What follows belongs to an exercise in optimizing a design on an open flow for small area, a short achievable clock period and few clock cycles per item; a production flow would make more cautious choices. Only simulation tests tie the RTL to the original design; equivalence was not proved. Power and IR drop assume default switching activity.

==> flow/design.v (outline; a module is shown in full before it is edited, if it fits) <==
// module att_ctrl: 45 lines
// module att_dp: 1676 lines
// module att_fa: 10 lines
// module acceptance_temperature_tuner: 49 lines
module acceptance_temperature_tuner (
    input  logic        i_clk,
    input  logic        i_rst_n,
    input  logic        i_in_valid,
    output logic        o_in_ready,
    input  logic        i_in_kind,
    input  logic [31:0] i_in_start_temp,
    input  logic [16:0] i_in_measured_pct,
    output logic        o_out_valid,
    input  logic        i_out_ready,
    output logic [31:0] o_out_run_temp,
    output logic [31:0] o_out_end_temp,
    output logic [23:0] o_out_run_length,
    output logic [1:0]  o_out_status,
    input  logic        i_cfg_valid,
    output logic        o_cfg_ready,
    input  logic [2:0]  i_cfg_index,
    input  logic [31:0] i_cfg_data
);
  // ...
==> flow/run.sh <==
#!/bin/bash
# synth_recipe.tcl (not shown) runs the flow's synth.tcl, then flattens the netlist and writes it again
# the make line also repeats each setting of config.mk as NAME=value (left out here)
make -C /OpenROAD-flow-scripts/flow DESIGN_CONFIG=/design/flow/config.mk WORK_HOME=/design/flow/orfs CLKGATE_MAP_FILE= SYNTH_SCRIPT=/design/flow/synth_recipe.tcl finish
==> flow/config.mk <==
export PLATFORM = sky130hd
export DESIGN_NAME = acceptance_temperature_tuner
export DESIGN_NICKNAME = acceptance_temperature_tuner
export VERILOG_FILES = /design/flow/design.v
export SDC_FILE = /design/flow/constraint.sdc
export NUM_CORES = 4
export LEC_CHECK = 0
export CAP_MARGIN = 20
export CORE_MARGIN = 2
export CORE_UTILIZATION = 40
export SETUP_SLACK_MARGIN = 4.5
export SLEW_MARGIN = 20
export SYNTH_HIERARCHICAL = 1
export SYNTH_MINIMUM_KEEP_SIZE = 0
==> flow/constraint.sdc <==
create_clock -name core_clock -period 10.0 [get_ports {i_clk}]
set_input_delay 2.0000 -clock core_clock [delete_from_list [all_inputs] [get_ports {i_clk}]]
set_output_delay 2.0000 -clock core_clock [all_outputs]
set_load 0.01 [all_outputs]
==> impl_metrics.py, run 1 <==
metrics = {
    "finish": {
        "n_antenna_cell": 4,
        "clkCellAreaFrac": 0.03020,
        "nFillCells": 11801,
        "finalNonFillerCells": 7476,
        "nFlopsAndLatches": 451,
    },
    "grt": {
        "met1_usage": 0.3780,
        "grt_pass1_wl_mm": 277.9,
    },
    "min_path": {
        "whs_endpoint": "u_dp.r_out_status[0]",
        "min-delay-start": "u_dp.r_status[0]",
    },
    "outcome": {
        "status": "timing/DRC/antenna clean",
    },
    "timing": {
        "finalHoldWorstSlack_ns": 0.4367,
        "period_needed_ns": 6.120,
        "finalCritPeriodShare": 0.6120,
        "setup_viol": 0,
    },
    "synth": {
        "synth.most_common_cell": "fa_1",
        "yosys.cell_types.count": 102,
    },
    "route": {
        "drt-pass1-iter-count": 6,
        "drt-initial-drc-count": 4070,
        "wl_met2_mm": 84.27,
    },
    "power_and_ir_drop": {
        "pg_seq_mw": 2.27,
        "ir_drop_uv": 357.8,
        "p_clk_mw": 2.08,
        "power.leakage_nw": 26.24,
        "power.group.top": "combinational logic",
    },
    "setup_path": {
        "crit_cells": 21,
        "critPathCapture": "u_dp.r_shr[24]",
        "slowest_delay_ns": 0.59,
        "r2r_cells": 21,
        "start_kind": "flip-flop",
        "cp-startpoint": "u_dp.r_step_factor[3]",
        "crit_path_top_delay_cell": "fa_2",
    },
    "clock_tree": {
        "htreeDepth": 2,
        "cts_tree": "built",
        "clock-sinks": 451,
        "ctsHoldBuffers": 0,
        "cts_resized": 272,
    },
    "placement": {
        "place_hpwl_mm": 128.2,
    },
    "floorplanning": {
        "nWellTaps": 1650,
    },
}
Testbench counts, summed over its fixed seeds: cycles 2,563, items 2,400.
==> inputs of run 2 (changes only) <==
--- a/flow/config.mk
+++ b/flow/config.mk
@@ -8,7 +8,8 @@
 export CAP_MARGIN = 20
 export CORE_MARGIN = 2
 export CORE_UTILIZATION = 40
-export SETUP_SLACK_MARGIN = 4.5
+export SETUP_SLACK_MARGIN = 4.0
 export SLEW_MARGIN = 20
 export SYNTH_HIERARCHICAL = 1
 export SYNTH_MINIMUM_KEEP_SIZE = 0
+export TNS_END_PERCENT = 5
==> run 2 against run 1 <==
  * Synthesized cell count stayed put
  * Routed wire length is 0.42% lower
  * Design area decreased by 3.3%
  * Die area unchanged
  * Total power decreased by 6.0%
  * Sequential power about the same
  * Still clean on timing, DRC and antenna
  * Critical endpoint is now u_dp.r_temp[23]
  * Utilization is 1.6 points lower
  * Global-route usage about the same
==> impl_metrics.py, run 2 <==
metrics = {
    "floorplanning": {
        "io_pins": 183,
        "die_height_um": 361.0,
        "core_um2": 126100,
        "die_w_um": 361.0,
        "die_area_um2": 130300,
        "rows": 130,
        "initial_core_util": 0.4044,
    },
    "clock_tree": {
        "clock-sinks": 451,
        "cts_buffers": 54,
        "clkTransAtPathRegs_ns": 0.06,
        "cts_tree": "built",
        "cts_max_path_buffers": 3,
        "clk_latency_ns": 0.69,
        "htreeDepth": 2,
        "root_buffer": "clkbuf_16",
    },
    "power_and_ir_drop": {
        "power.leakage_nw": 25.77,
        "intPower_mw": 6.004,
        "switching_share": 0.4381,
        "pwr-share-comb": 0.598,
        "seqPwrFrac": 0.211,
        "power.net_switching_mw": 4.681,
        "p_total_mw": 10.69,
        "ir_drop_uv": 289.0,
        "power_density_nw_per_um2": 184.0,
        "pwr-share-clk": 0.191,
    },
    "synth": {
        "synth.avg_cell_area_um2": 9.160,
        "ys_async_sr_fraction": 0,
        "synth.ff_latch_count": 451,
        "synth.area.top_cells": "fa_1 (25%), dfxtp_1 (14%), ha_1 (9.4%), and2_1 (6.7%), edfxtp_1 (5.4%)",
        "yosysSeqAreaShare": 0.1952,
        "yosys_warnings": 8,
        "synthTopCellsByCount": "fa_1 (645), nand2_1 (583), and2_1 (547), a21oi_1 (463), ha_1 (382)",
        "synth_enable_flop_cells": 92,
        "yosys.cell_types.count": 102,
        "synth.most_common_cell": "fa_1",
        "netlist.area_leader.share": 0.2533,
        "synth_area_um2": 50970,
        "synth.largest_area_cell": "fa_1",
        "postSynthCellCount": 5565,
        "synth_flop_cell": "dfxtp_1",
    },
    "grt": {
        "grt_max_degree": 162,
        "met1_usage": 0.3758,
        "grt_pass1_vias": 43217,
        "grt-ovfl-total": 0,
        "grt.met3_usage": 0.04703,
        "grtUsageMet2": 0.4522,
        "busiest_layer": "met2",
        "grt_pass1_wl_mm": 277.8,
        "grt_use_total": 0.2802,
        "antenna_found_initial": 6,
    },
    "route": {
        "drt_wl_total_mm": 186.8,
        "drt-vias-per-instance": 5.925,
        "ant_nets": 0,
        "post_drt_wl_per_cell_um": 25.28,
        "drt-pass1-iter-count": 6,
        "drt-initial-drc-count": 4395,
        "via_count": 43779,
        "drcViolationCount": 0,
    },
    "setup_path": {
        "cp.required_ns": 10.45,
        "timing.critical_path.buf_inv": 1,
        "start_kind": "flip-flop",
        "crit_path_top_delay_cell": "mux2i_1",
        "worstSetupPathType": "flip-flop to flip-flop",
        "worstPathMaxFanout": 31,
        "cp.arrival_ns": 6.67,
        "slowest_delay_ns": 0.96,
        "critical-path-top-delay-family": "simple AND/OR/NAND/NOR gates",
        "cp_common_cell": "a21oi_1",
        "path_cells": "nor2_4 > buf_4 > mux2i_1 > ha_1 > a21oi_1 > o211ai_1 > a221oi_1 > o2bb2ai_1 > or4b_4 > nand2_1 > nand2_1 > a21oi_1 > a21oi_1",
        "cp-end-kind": "flip-flop",
    },
    "finish": {
        "design_area_um2": 58080,
        "syn_to_final_growth_pct": 13.94,
        "utilization": 0.4607,
        "multi_input_area_um2": 39100,
        "nFillCells": 11978,
        "most-common-layout-cells": "fa_1 (619), nand2_1 (581), and2_1 (545)",
        "nets": 6812,
        "drive_gt1_frac": 0.09097,
        "ff_latch_area_um2": 10050,
        "final_common_cell": "fa_1",
    },
    "timing": {
        "tightest_slew_ns": 1.173,
        "setup-tns-final_ns": 0,
        "hold_viol": 0,
        "finalCritPeriodShare": 0.6226,
        "relSlewSlack": 0.2178,
        "rsz0062_at_grt": "true",
        "setup_viol": 0,
        "period_needed_ns": 6.226,
        "max_freq_mhz": 160.6,
        "slew_violations": 0,
        "fin_skew_ns": 0.05590,
    },
    "min_path": {
        "min_path_type": "flip-flop to flip-flop",
    },
    "placement": {
        "gp_congestion": 0.9544,
        "place_hpwl_mm": 131.7,
        "dpl_cell_area_um2": 54540,
        "portBuffers": 181,
    },
    "outcome": {
        "status": "timing/DRC/antenna clean",
    },
    "run": {
        "cap_violations": 0,
    },
}
## run 2: worst reg2reg max path, stage by stage (launching register included)
cell	delay (ns)
dfxtp_1	0.60
nor2_4	0.25
buf_4	0.47
mux2i_1	0.98
ha_1	0.51
a21oi_1	0.20
o211ai_1	0.14
a221oi_1	0.36
o2bb2ai_1	0.21
or4b_4	0.60
nand2_1	0.81
nand2_1	0.50
a21oi_1	0.26
a21oi_1	0.12
## run 2: per-module statistics from Yosys, one instance, submodules excluded
module | times used | cells inside
acceptance_temperature_tuner | 1 | 2
att_ctrl | 1 | 25
att_dp | 1 | 4922
att_fa | 616 | 1
## run 2: per-stage QoR
stage	hold WS [ns]	std cells	setup WS (ns)
after floorplan	0.4003	5583	4.017
after global placement	0.4097	7199	2.084
after detailed placement	0.4230	7199	2.316
after CTS	0.4363	7346	3.665
after global routing	0.4508	7389	3.664
final	0.4334	7389	3.774
## run 2: what timing repair did
action	CTS	global route
buffers inserted	42	37
cloned	6	4
pin swaps	23	18
resized for setup	152	50
hold buffers	0	0
setup endpoints to repair	122	132
## run 2: layout make-up
cell class | count | area share
Clock buffer | 72 | 0.02559
Sequential cell | 451 | 0.1731
Tap cell | 1650 | 0.03555
Timing Repair Buffer | 384 | 0.06682
Antenna cell | 1 | 0.00004308
Clock inverter | 27 | 0.005343
Multi-Input combinational cell | 4500 | 0.6732
Inverter | 304 | 0.02042
## run 2: final timing paths
kind / startpoint / end / slack, ns / depth (start not counted)
worst max-delay path: u_dp.r_up / u_dp.r_temp[23] / 3.77 / 13
worst min-delay path: u_dp.r_status[1] / u_dp.r_out_status[1] / 0.43 / 0
worst max register to register: u_dp.r_up / u_dp.r_temp[23] / 3.77 / 13
worst min register to register: u_dp.r_status[1] / u_dp.r_out_status[1] / 0.43 / 0
## run 2: kinds of logic (layout without fill, tap and decap cells)
group,after synthesis,count (layout),share of synthesized area
buf+inv,635,787,0.04929
xor+xnor,202,202,0.03471
other cells,2,21,0.0001473
compound gates,1359,1361,0.1752
flops,451,451,0.1952
mux,117,117,0.02312
fa+ha+maj,1027,1027,0.3471
simple gates,1772,1773,0.1752
## run 2: metal layers
| layer | part of all wire | vias up |
|---|---|---|
| met3 | 0.081 | 427 |
| met4 | 0.043 | 6 |
| li1 | - | 19530 |
| met2 | 0.46 | 1932 |
| met1 | 0.42 | 21884 |
| met5 | 0.00018 | - |
## run 2: power groups by stage
stage / clock network, mW / logic [mW] / registers (mW)
floorplan: 0 / 4.37 / 2.29
global placement: 0 / 6.11 / 2.29
detailed placement: 0 / 6.16 / 2.29
CTS: 2.08 / 6.26 / 2.25
global route: 2.16 / 7.07 / 2.26
finish: 2.04 / 6.39 / 2.25
==> inputs of run 3 (changes only) <==
--- a/flow/config.mk
+++ b/flow/config.mk
@@ -5,11 +5,10 @@
 export SDC_FILE = /design/flow/constraint.sdc
 export NUM_CORES = 4
 export LEC_CHECK = 0
-export CAP_MARGIN = 20
+export CAP_MARGIN = 0
 export CORE_MARGIN = 2
 export CORE_UTILIZATION = 40
 export SETUP_SLACK_MARGIN = 4.0
-export SLEW_MARGIN = 20
+export SLEW_MARGIN = 0
 export SYNTH_HIERARCHICAL = 1
 export SYNTH_MINIMUM_KEEP_SIZE = 0
-export TNS_END_PERCENT = 5
==> run 3 against run 2 <==
  * Register-to-register slack gained 0.10 ns
  * Worst setup slack improved by 0.10 ns
  * Synthesized area stayed put
  * Combinational power increased by 3%
  * Still clean on timing, DRC and antenna
  * Cell count rose by 0.78%
  * Largest cell class unchanged
  * Critical path type unchanged
  * Synthesized cell count is the same
==> impl_metrics.py, run 3 <==
metrics = {
    "clock_tree": {
        "cts_max_path_buffers": 3,
        "cts_tree": "built",
        "ctsHoldBuffers": 0,
        "cts_buffers": 53,
        "clk_latency_ns": 0.67,
        "clock-sinks": 451,
        "htreeDepth": 2,
        "clkTransAtPathRegs_ns": 0.06,
        "root_buffer": "clkbuf_16",
    },
    "finish": {
        "most-common-layout-cells": "fa_1 (579), nand2_1 (578), and2_1 (542)",
        "drive_gt1_frac": 0.1172,
        "nets": 6868,
        "final_common_cell": "fa_1",
        "utilization": 0.4708,
        "syn_to_final_growth_pct": 16.43,
    },
    "placement": {
        "dp_slack_ns": 2.140,
        "place_hpwl_mm": 131.9,
        "portBuffers": 181,
        "gp_congestion": 0.9544,
    },
    "route": {
        "drt-vias-per-instance": 5.896,
        "via_count": 43907,
        "drt-pass1-iter-count": 6,
        "drt_wl_total_mm": 188.8,
        "ant_nets": 0,
        "post_drt_wl_per_cell_um": 25.36,
        "drt-initial-drc-count": 4333,
        "drcViolationCount": 0,
    },
    "floorplanning": {
        "initial_core_util": 0.4044,
        "die_area_um2": 130300,
        "core_um2": 126100,
        "io_pins": 183,
        "die_height_um": 361.0,
        "rows": 130,
        "die_w_um": 361.0,
    },
    "synth": {
        "synth.ff_latch_count": 451,
        "synthTopCellsByCount": "fa_1 (645), nand2_1 (583), and2_1 (547), a21oi_1 (463), ha_1 (382)",
        "postSynthCellCount": 5565,
        "synth.area.top_cells": "fa_1 (25%), dfxtp_1 (14%), ha_1 (9.4%), and2_1 (6.7%), edfxtp_1 (5.4%)",
        "synth.avg_cell_area_um2": 9.160,
        "synth_enable_flop_cells": 92,
        "synth_area_um2": 50970,
        "yosysSeqAreaShare": 0.1952,
        "synth.largest_area_cell": "fa_1",
        "ys_async_sr_fraction": 0,
        "netlist.area_leader.share": 0.2533,
        "synth_flop_cell": "dfxtp_1",
        "yosys.cell_types.count": 102,
        "synth.most_common_cell": "fa_1",
        "yosys_warnings": 8,
    },
    "setup_path": {
        "cp.arrival_ns": 6.67,
        "worstPathMaxFanout": 6,
        "worstSetupPathType": "flip-flop to flip-flop",
        "r2r_slack_ns": 3.88,
        "start_kind": "flip-flop",
        "cp.required_ns": 10.55,
        "cp-end-kind": "flip-flop",
    },
    "power_and_ir_drop": {
        "power.leakage_nw": 26.02,
        "power_density_nw_per_um2": 183.3,
        "ir_drop_uv": 273.0,
    },
    "timing": {
        "setup-tns-final_ns": 0,
        "fin_skew_ns": 0.05188,
        "finalHoldWorstSlack_ns": 0.4348,
        "relSlewSlack": 0.07164,
        "max_freq_mhz": 163.4,
        "hold_viol": 0,
        "setup_viol": 0,
        "tightest_slew_ns": 1.354,
        "period_needed_ns": 6.121,
        "finalCritPeriodShare": 0.6121,
        "rsz0062_at_grt": "true",
        "slew_violations": 0,
        "timing.final.ws_setup_ns": 3.879,
    },
    "min_path": {
        "min_path_type": "flip-flop to flip-flop",
    },
    "grt": {
        "grt_pass1_wl_mm": 279.1,
        "grt-ovfl-total": 0,
        "grt_max_degree": 162,
        "grt_pass1_vias": 43467,
        "grt_use_total": 0.2818,
        "antenna_found_initial": 6,
    },
    "outcome": {
        "status": "timing/DRC/antenna clean",
    },
    "run": {
        "cap_violations": 0,
    },
}
==> run 3: cell counts after synthesis <==
Identical to the previous run, type by type.
==> run 3: cell families after synthesis <==
kind of cell,count (synthesis),synth area share
multiplexers,117,0.02312
other,2,0.0001473
AO/OA/AOI/OAI,1359,0.1752
XOR/XNOR,202,0.03471
AND/OR/NAND/NOR,1772,0.1752
adder cells (fa/ha/maj),1027,0.3471
buffers and inverters,635,0.04929
flip-flops,451,0.1952
==> run 3: layout make-up <==
cell class              count  area [µm²]
diodes                      3       7.507
flip-flops and latches    451       10060
well taps                1650        2064
fillers                 11794       66710
clock buffers              65        1431
inverters                 304        1216
clock inverters            33       361.6
multi-input cells        4500       39700
repair buffers            441        4498
==> run 3: path summary, 6_finish.rpt <==
| kind | startpoint | end | depth (start not counted) |
|---|---|---|---|
| worst max-delay path | u_dp.r_step_factor[2] | u_dp.r_shr[24] | 20 |
| worst min-delay path | u_dp.r_status[1] | u_dp.r_out_status[1] | 0 |
| worst max register to register | u_dp.r_step_factor[2] | u_dp.r_shr[24] | 20 |
| worst min register to register | u_dp.r_status[1] | u_dp.r_out_status[1] | 0 |
==> run 3: report_power, final <==
group	switching, mW	internal, mW	total (mW)
clock network	0.899	1.16	2.05
registers	0.140	2.11	2.25
logic	3.74	2.84	6.57
total	4.77	6.10	10.9
==> run 3: what timing repair did <==
item / in CTS / in global routing
gates cloned: 8 / 3
setup buffers: 67 / 69
pin swaps: 53 / 88
gates resized for setup: 211 / 171
endpoints found under the hold margin: 0 / 0
setup endpoints to repair: 120 / 91
==> run 3: modules after synthesis, one instance, submodules excluded <==
module,flip-flops and latches,cell area [µm²]
att_dp,448,38420
acceptance_temperature_tuner,0,11.26
att_ctrl,3,207.7
att_fa,0,20.02
==> run 3: worst max-delay path: stages (launching register included) <==
cell and delay, ns:
dfxtp_4 0.39, buf_12 0.14, buf_16 0.13, and2_4 0.13, fa_1 0.47, fa_2 0.59
fa_2 0.45, fa_2 0.37, fa_1 0.46, fa_1 0.54, ha_4 0.22, a21o_1 0.17
a21o_1 0.19, a21oi_2 0.19, o21ai_4 0.09, a2111oi_4 0.47, o31ai_4 0.15, a31o_2 0.26
a21o_4 0.22, xor2_1 0.14, o211a_1 0.21
==> run 3: metrics by stage <==
step                cell area (µm²)  power, mW  std cells
finish                        59350      10.88       7447
global route                  59340      11.66       7445
CTS                           57940      10.67       7372
detailed placement            54520      8.460       7199
global placement              54520      8.394       7199
floorplan                     51060      6.665       5583
==> run 3: routing by layer <==
layer  up-vias  track usage  routed length (µm)
met4         6       0.1068                7928
li1      19663            -                   -
met1     21915       0.3762               78690
met5         -            0                  39
met2      1914       0.4581               87440
met3       409      0.04638               14750
==> inputs of run 4 (changes only) <==
--- a/flow/config.mk
+++ b/flow/config.mk
@@ -5,10 +5,10 @@
 export SDC_FILE = /design/flow/constraint.sdc
 export NUM_CORES = 4
 export LEC_CHECK = 0
-export CAP_MARGIN = 0
+export CAP_MARGIN = 20
 export CORE_MARGIN = 2
 export CORE_UTILIZATION = 40
-export SETUP_SLACK_MARGIN = 4.0
-export SLEW_MARGIN = 0
+export SETUP_SLACK_MARGIN = 3.5
+export SLEW_MARGIN = 20
 export SYNTH_HIERARCHICAL = 1
 export SYNTH_MINIMUM_KEEP_SIZE = 0
==> run 4 against run 3 <==
  * Critical endpoint is now u_dp.r_shr[21]
  * Total power hardly changed
  * Largest cell class unchanged
  * Critical path depth fell by 1
  * Routed wire length down 3.5%
  * Still clean
==> impl_metrics.py, run 4 <==
metrics = {
    "outcome": {
        "status": "timing/DRC/antenna clean",
    },
    "setup_path": {
        "slowest_delay_ns": 0.55,
        "cp-startpoint": "u_dp.r_shr[15]",
        "r2r-end": "u_dp.r_shr[21]",
        "path_cells": "buf_6 > and2_1 > fa_1 > fa_1 > fa_1 > fa_1 > fa_1 > fa_1 > ha_1 > and3_1 > and3_1 > o311ai_1 > a21oi_2 > a2111oi_4 > o31ai_4 > a31oi_2 > o21ai_1 > xor2_1 > o211a_1",
        "cp.arrival_ns": 6.98,
        "reg2reg_from": "u_dp.r_shr[15]",
        "crit_path_top_delay_cell": "fa_1",
        "critPathCapture": "u_dp.r_shr[21]",
        "worstPathMaxFanout": 16,
        "cp.required_ns": 10.60,
        "cp_common_cell": "fa_1",
        "worstSetupPathType": "flip-flop to flip-flop",
        "r2r_slack_ns": 3.62,
        "cp-end-kind": "flip-flop",
        "start_kind": "flip-flop",
        "r2r_cells": 19,
    },
    "synth": {
        "synth.largest_area_cell": "fa_1",
        "synth_compound_area_frac": 0.1752,
        "synth_fa_ha_area_frac": 0.3471,
        "synth.most_common_cell": "fa_1",
        "yosys_warnings": 8,
        "synth.ff_latch_count": 451,
        "synth.avg_cell_area_um2": 9.160,
        "synthTopCellsByCount": "fa_1 (645), nand2_1 (583), and2_1 (547), a21oi_1 (463), ha_1 (382)",
        "yosysSeqAreaShare": 0.1952,
        "netlist.area_leader.share": 0.2533,
        "synth_area_um2": 50970,
        "postSynthCellCount": 5565,
        "synth-xor-area-share": 0.03471,
        "ys_async_sr_fraction": 0,
        "synth_flop_cell": "dfxtp_1",
        "yosys.area_share.simple": 0.1752,
        "yosys.cell_types.count": 102,
        "synth.area.top_cells": "fa_1 (25%), dfxtp_1 (14%), ha_1 (9.4%), and2_1 (6.7%), edfxtp_1 (5.4%)",
        "synth.area.mux_share": 0.02312,
        "synth_enable_flop_cells": 92,
        "synth_top_family_by_area": "adder cells",
    },
    "grt": {
        "grt-ovfl-total": 0,
        "grt_pass1_wl_mm": 273.3,
        "grt_use_total": 0.2750,
        "grt_pass1_vias": 43301,
        "antenna_found_initial": 13,
        "grt_max_degree": 145,
    },
    "placement": {
        "gp_congestion": 0.9560,
        "portBuffers": 181,
        "dpl_cell_area_um2": 54620,
        "dp_slack_ns": 2.169,
        "place_hpwl_mm": 133.2,
    },
    "floorplanning": {
        "core_um2": 126100,
        "die_height_um": 361.0,
        "die_w_um": 361.0,
        "rows": 130,
        "die_area_um2": 130300,
        "initial_core_util": 0.4044,
        "io_pins": 183,
    },
    "timing": {
        "fin_skew_ns": 0.04324,
        "setup-tns-final_ns": 0,
        "timing.final.ws_setup_ns": 3.623,
        "tightest_slew_ns": 1.133,
        "slew_violations": 0,
        "max_freq_mhz": 156.8,
        "setup_viol": 0,
        "hold_viol": 0,
        "rsz0062_at_grt": "true",
        "period_needed_ns": 6.377,
        "finalCritPeriodShare": 0.6377,
        "relSlewSlack": 0.2428,
        "finalHoldWorstSlack_ns": 0.4524,
    },
    "finish": {
        "final_common_cell": "fa_1",
        "nFillCells": 12138,
        "design_area_um2": 57310,
        "most-common-layout-cells": "fa_1 (645), nand2_1 (583), and2_1 (547)",
        "syn_to_final_growth_pct": 12.44,
        "drive_gt1_frac": 0.07326,
        "nets": 6766,
    },
    "power_and_ir_drop": {
        "power_density_nw_per_um2": 189.7,
        "pwr-share-clk": 0.201,
        "power.leakage_nw": 25.60,
        "p_total_mw": 10.87,
        "pwr-share-comb": 0.592,
        "seqPwrFrac": 0.207,
        "ir_drop_uv": 352.6,
        "switching_share": 0.4346,
        "intPower_mw": 6.146,
        "power.net_switching_mw": 4.724,
    },
    "clock_tree": {
        "ctsHoldBuffers": 0,
        "htreeDepth": 2,
        "cts_max_path_buffers": 3,
        "cts_tree": "built",
        "clkTransAtPathRegs_ns": 0.07,
        "cts_buffers": 53,
        "clock-sinks": 451,
        "root_buffer": "clkbuf_16",
        "clk_latency_ns": 0.67,
    },
    "route": {
        "drcViolationCount": 0,
        "via_count": 42754,
        "drt-vias-per-instance": 5.818,
        "drt_wl_total_mm": 182.2,
        "drt-initial-drc-count": 3912,
        "ant_nets": 0,
        "drt-pass1-iter-count": 7,
        "post_drt_wl_per_cell_um": 24.80,
    },
    "min_path": {
        "holdPathStages": 2,
        "min_path_type": "flip-flop to flip-flop",
    },
    "run": {
        "cap_violations": 0,
    },
}
## run 4: area by class of cell
| type | instances | area (µm²) | share of cell area |
|---|---|---|---|
| multi-input combinational | 4497 | 38790 | 0.6768 |
| sequential | 451 | 10030 | 0.1750 |
| timing repair buffer | 342 | 3303 | 0.05763 |
| tap | 1650 | 2064 | 0.03602 |
| clock buffer | 67 | 1440 | 0.02513 |
| inverter | 304 | 1182 | 0.02063 |
| clock inverter | 31 | 486.7 | 0.008492 |
| antenna | 6 | 15.01 | 0.0002620 |
## run 4: Yosys stat by module, one instance, submodules excluded
module | cell area (µm²) | cells
att_fa | 20.02 | 1
att_dp | 38420 | 4922
acceptance_temperature_tuner | 11.26 | 2
att_ctrl | 207.7 | 25
## run 4: timing repair
item | CTS | global route
cloned | 0 | 1
endpoints found under the setup margin | 52 | 30
gates resized for setup | 47 | 75
pin swaps | 2 | 6
buffers inserted | 5 | 24
## run 4: power groups by stage
stage          clock, mW  combinational [mW]  sequential [mW]
6_report            2.19                6.44             2.25
5_1_grt             2.30                7.11             2.26
4_1_cts             2.22                6.36             2.24
3_5_place_dp           0                6.26             2.28
3_3_place_gp           0                6.18             2.28
2_1_floorplan          0                4.37             2.29
## run 4: worst min-delay path by stage
stage | startpoint | end | slack [ns]
after floorplan | u_dp.r_status[0] | u_dp.r_out_status[0] | 0.40
after global placement | u_dp.r_step_factor[12] | u_dp.r_step_factor[12] | 0.44
after detailed placement | u_dp.r_step_factor[11] | u_dp.r_step_factor[11] | 0.45
after CTS | u_dp.r_step_factor[11] | u_dp.r_step_factor[11] | 0.45
after global routing | u_dp.r_step_factor[11] | u_dp.r_step_factor[11] | 0.47
final | u_dp.r_step_factor[11] | u_dp.r_step_factor[11] | 0.45
## run 4: worst max-delay path, delay by kind of cell (launching register included)
kind,cells,cell delay (ns)
adders and majority gates,7,3.23
AOI/OAI and AO/OA,7,1.48
and+or+nand+nor,3,0.64
DFF,1,0.43
xor gates and xnor gates,1,0.30
buffers and inverters,1,0.22
## run 4: per-stage QoR
step             util  instances
4_1_cts        0.4500       7314
3_5_place_dp   0.4333       7211
3_3_place_gp   0.4332       7211
6_report       0.4547       7348
2_1_floorplan       -       5583
5_1_grt        0.4546       7344
## run 4: layer usage
| layer | share of wire | global-route usage | wire length [µm] |
|---|---|---|---|
| met5 | 0.00049 | 0 | 90 |
| met4 | 0.041 | 0.1020 | 7415 |
| met3 | 0.079 | 0.05048 | 14370 |
| met2 | 0.46 | 0.4453 | 83040 |
| met1 | 0.42 | 0.3660 | 77300 |
## run 4: logic make-up after synthesis
| group | after synthesis |
|---|---|
| AOI/OAI and AO/OA | 1359 |
| DFF | 451 |
| adders and majority gates | 1027 |
| buffers and inverters | 635 |
| xor gates and xnor gates | 202 |
| muxes | 117 |
| other | 2 |
| and+or+nand+nor | 1772 |

## afterwards: timing with drivers on the ports
Ports are ideal in the flow. The routed layouts listed here were re-timed in OpenROAD. Step 1: set_driving_cell puts a clkbuf_16 on i_clk and a buf_2 on each other input, an assumption about the parent block. Step 2 also shifts input and output timing later by t, the mid clock arrival at the registers, as if the neighbouring blocks saw the same clock. Three values: ideal, step 1, step 2; two values: the first two.
| run | t, ns | setup slack, ns | clock arrival spread, ns | worst data-port slew with drivers (ns) | pins driven straight from the clock port |
|---|---|---|---|---|---|
| run 1 | 0.715 | 3.880 / 3.880 / 3.854 | 0.063 / 0.062 | 0.14 | 1 |
| run 2 | 0.732 | 3.774 / 3.774 / 3.161 | 0.058 / 0.058 | 0.10 | 1 |
| run 3 | 0.722 | 3.879 / 3.879 / 3.432 | 0.055 / 0.055 | 0.10 | 1 |
| run 4 | 0.718 | 3.623 / 3.623 / 3.022 | 0.044 / 0.045 | 0.11 | 1 |
After both steps every run listed still meets setup and hold. The setup slack of run 2, which loses most, moves by 0.000 ns with the drivers and by -0.613 ns with both steps.
